Context: an optimization exercise on an open-source flow, tuned for small area, a short achievable clock period and few clock cycles per item. The choices shown serve that exercise and are no tape-out recipe. The RTL was checked by simulation tests, not by an equivalence proof against the original design. Power is estimated from default activity; no workload was simulated.

## sparse_zero_page_run_builder
module sparse_zero_page_run_builder #(
  parameter int BATCH_PAGES    = szp_pkg::BATCH_PAGES_DEF,
  parameter int MAX_PAGE_WORDS = szp_pkg::MAX_PAGE_WORDS_DEF
) (
  input  logic                            clk,
  input  logic                            rst,
  input  logic                            items_valid,
  output logic                            items_ready,
  input  logic [szp_pkg::DATA_W-1:0]      items_data_word,
  input  logic                            items_last_word,
  output logic                            runs_valid,
  input  logic                            runs_ready,
  output logic                            runs_run_kind,
  output logic [szp_pkg::RUN_WORDS_W-1:0] runs_run_words,
  output logic                            runs_run_final,
  output logic [szp_pkg::LIMIT_W-1:0]     runs_total_words,
  input  logic                            cfg_write,
  input  logic [szp_pkg::CFG_INDEX_W-1:0] cfg_index,
  input  logic [szp_pkg::CFG_DATA_W-1:0]  cfg_data
);
  logic w_valid, w_take, w_nz, w_last;
  szp_run_fifo u_fifo (
    .clk       (clk),
    .rst       (rst),
    .in_valid  (items_valid),
    .in_ready  (items_ready),
    .in_nz     (items_data_word != '0),
    .in_last   (items_last_word),
    .out_valid (w_valid),
    .out_take  (w_take),
    .out_nz    (w_nz),
    .out_last  (w_last)
  );
  szp_core #(
    .BATCH_PAGES    (BATCH_PAGES),
    .MAX_PAGE_WORDS (MAX_PAGE_WORDS)
  ) u_core (
    .clk              (clk),
    .rst              (rst),
    .w_valid          (w_valid),
    .w_take           (w_take),
    .w_nz             (w_nz),
    .w_last           (w_last),
    .cfg_write        (cfg_write),
    .cfg_index        (cfg_index),
    .cfg_data         (cfg_data),
    .runs_valid       (runs_valid),
    .runs_ready       (runs_ready),
    .runs_run_kind    (runs_run_kind),
    .runs_run_words   (runs_run_words),
    .runs_run_final   (runs_run_final),
    .runs_total_words (runs_total_words)
  );
endmodule
clock: 11.0 ns
lec_check: 0
cap_margin: 20
core_margin: 2
core_utilization: 40
slew_margin: 20
standard.sh (not shown) runs the stock make flow with config.mk's settings and CLKGATE_MAP_FILE= SYNTH_SCRIPT=/design/flow/synth_recipe.tcl, a recipe that flattens the netlist after the stock synthesis.
==> flow/flow/run.sh <==
#!/bin/bash
# The standard ORFS layout (the standard.sh), with three changes:
#  - repair_timing aims for 7.5 ns of setup margin at the design's 11 ns clock, so the
#    optimiser keeps working on paths the 11 ns constraint alone leaves untouched;
#  - the port buffers are sky130_fd_sc_hd__buf_1 instead of the default delay buffer;
#  - the clock tree is built from sky130_fd_sc_hd__clkbuf_8.
# The SDC, clock period, floorplan, power grid and synthesis are unchanged.
set -euo pipefail
bash standard.sh SETUP_SLACK_MARGIN=7.5 "BUFFER_PORTS_ARGS=-buffer_cell sky130_fd_sc_hd__buf_1" CTS_BUF_LIST=sky130_fd_sc_hd__clkbuf_8 finish > flow_make.log 2>&1
Testbench counts at the start, summed over its fixed seeds: cycles 49,140, items 48,000.
Change:
==> flow/flow/run.sh (replaced) <==
#!/bin/bash
# The standard ORFS layout (the standard.sh), with two changes:
#  - repair_timing aims for 7.5 ns of setup margin at the design's 11 ns clock, so the
#    optimiser keeps working on paths the 11 ns constraint alone leaves untouched;
#  - the port buffers are sky130_fd_sc_hd__buf_1 instead of the default delay buffer.
# The SDC, clock period, floorplan, power grid and synthesis are unchanged.
set -euo pipefail
bash standard.sh SETUP_SLACK_MARGIN=7.5 "BUFFER_PORTS_ARGS=-buffer_cell sky130_fd_sc_hd__buf_1" finish > flow_make.log 2>&1
=>
- wire length went up by 1.0%
- first-iteration DRC count went up by 0.41%
- global-route usage went up by 0.25 points
- hold slack is about the same
- design area went up by 2.9%
- die area does not change
Change:
==> flow/flow/run.sh (replaced) <==
#!/bin/bash
# The standard ORFS layout (the standard.sh), with four changes:
#  - repair_timing aims for 7.5 ns of setup margin at the design's 11 ns clock, so the
#    optimiser keeps working on paths the 11 ns constraint alone leaves untouched;
#  - the port buffers are sky130_fd_sc_hd__buf_1 instead of the default delay buffer;
#  - the clock tree is built from sky130_fd_sc_hd__clkbuf_8;
#  - the core is sized for 75% utilisation instead of 40%.
# The SDC, clock period, power grid and synthesis are unchanged.
set -euo pipefail
bash standard.sh SETUP_SLACK_MARGIN=7.5 "BUFFER_PORTS_ARGS=-buffer_cell sky130_fd_sc_hd__buf_1" CTS_BUF_LIST=sky130_fd_sc_hd__clkbuf_8 CORE_UTILIZATION=75 finish > flow_make.log 2>&1
The changed run completed with no timing, DRC or antenna violations.
Design area is lower by 3.5%.
Via count grows by 10%.
Worst hold slack gets better by 0.0074 ns.
Change:
==> flow/flow/run.sh (replaced) <==
#!/bin/bash
# The standard ORFS layout (the standard.sh), with four changes:
#  - repair_timing aims for 7.5 ns of setup margin at the design's 11 ns clock, so the
#    optimiser keeps working on paths the 11 ns constraint alone leaves untouched;
#  - the port buffers are sky130_fd_sc_hd__buf_1 instead of the default delay buffer;
#  - the clock tree is built from sky130_fd_sc_hd__clkbuf_8;
#  - the core is sized for 65% utilisation instead of 40%.
# The SDC, clock period, power grid and synthesis are unchanged.
set -euo pipefail
bash standard.sh SETUP_SLACK_MARGIN=7.5 "BUFFER_PORTS_ARGS=-buffer_cell sky130_fd_sc_hd__buf_1" CTS_BUF_LIST=sky130_fd_sc_hd__clkbuf_8 CORE_UTILIZATION=65 finish > flow_make.log 2>&1
Effect:
- power is lower by 0.82%
- via count is lower by 8.0%
- wire length is lower by 9.0%
- register-to-register slack improves by 0.19 ns
- worst setup slack improves by 0.036 ns
- clock-buffer cell count is lower by 2

re-timing with driven ports:
How much do the figures lean on ideal ports? The routed layouts below were timed once more, with nothing changed but the port constraints. Step 1 (the two cells are an assumption about what drives the block):
set clk [get_ports {clk}]
set_driving_cell -lib_cell sky130_fd_sc_hd__clkbuf_16 $clk
set_driving_cell -lib_cell sky130_fd_sc_hd__buf_2 [delete_from_list [all_inputs] $clk]
Step 2 times the ports against the registers' clock, not the clock port: input delays grow and output delays shrink by t, the midpoint of the rising clock arrivals with the driver on. a / b / c = no drivers / after step 1 / after step 2; a / b = the first two.
run | t (ns) | setup slack, ns | hold WS [ns] | worst setup path after step 2 | pins driven straight from the clock port
the first run | 0.498 | 7.486 / 7.456 / 6.957 | 0.475 / 0.475 / 0.475 | input to register | 1
the second run | 0.476 | 7.500 / 7.474 / 6.997 | 0.472 / 0.472 / 0.472 | input to register | 1
the third run | 0.512 | 7.438 / 7.425 / 6.913 | 0.480 / 0.480 / 0.480 | input to register | 1
the fourth run | 0.510 | 7.474 / 7.450 / 6.940 | 0.478 / 0.478 / 0.478 | input to register | 1
After both steps every run listed still meets setup and hold. For the fourth run, which loses most, drivers alone change the setup slack by -0.024 ns; drivers and shift together by -0.534 ns.
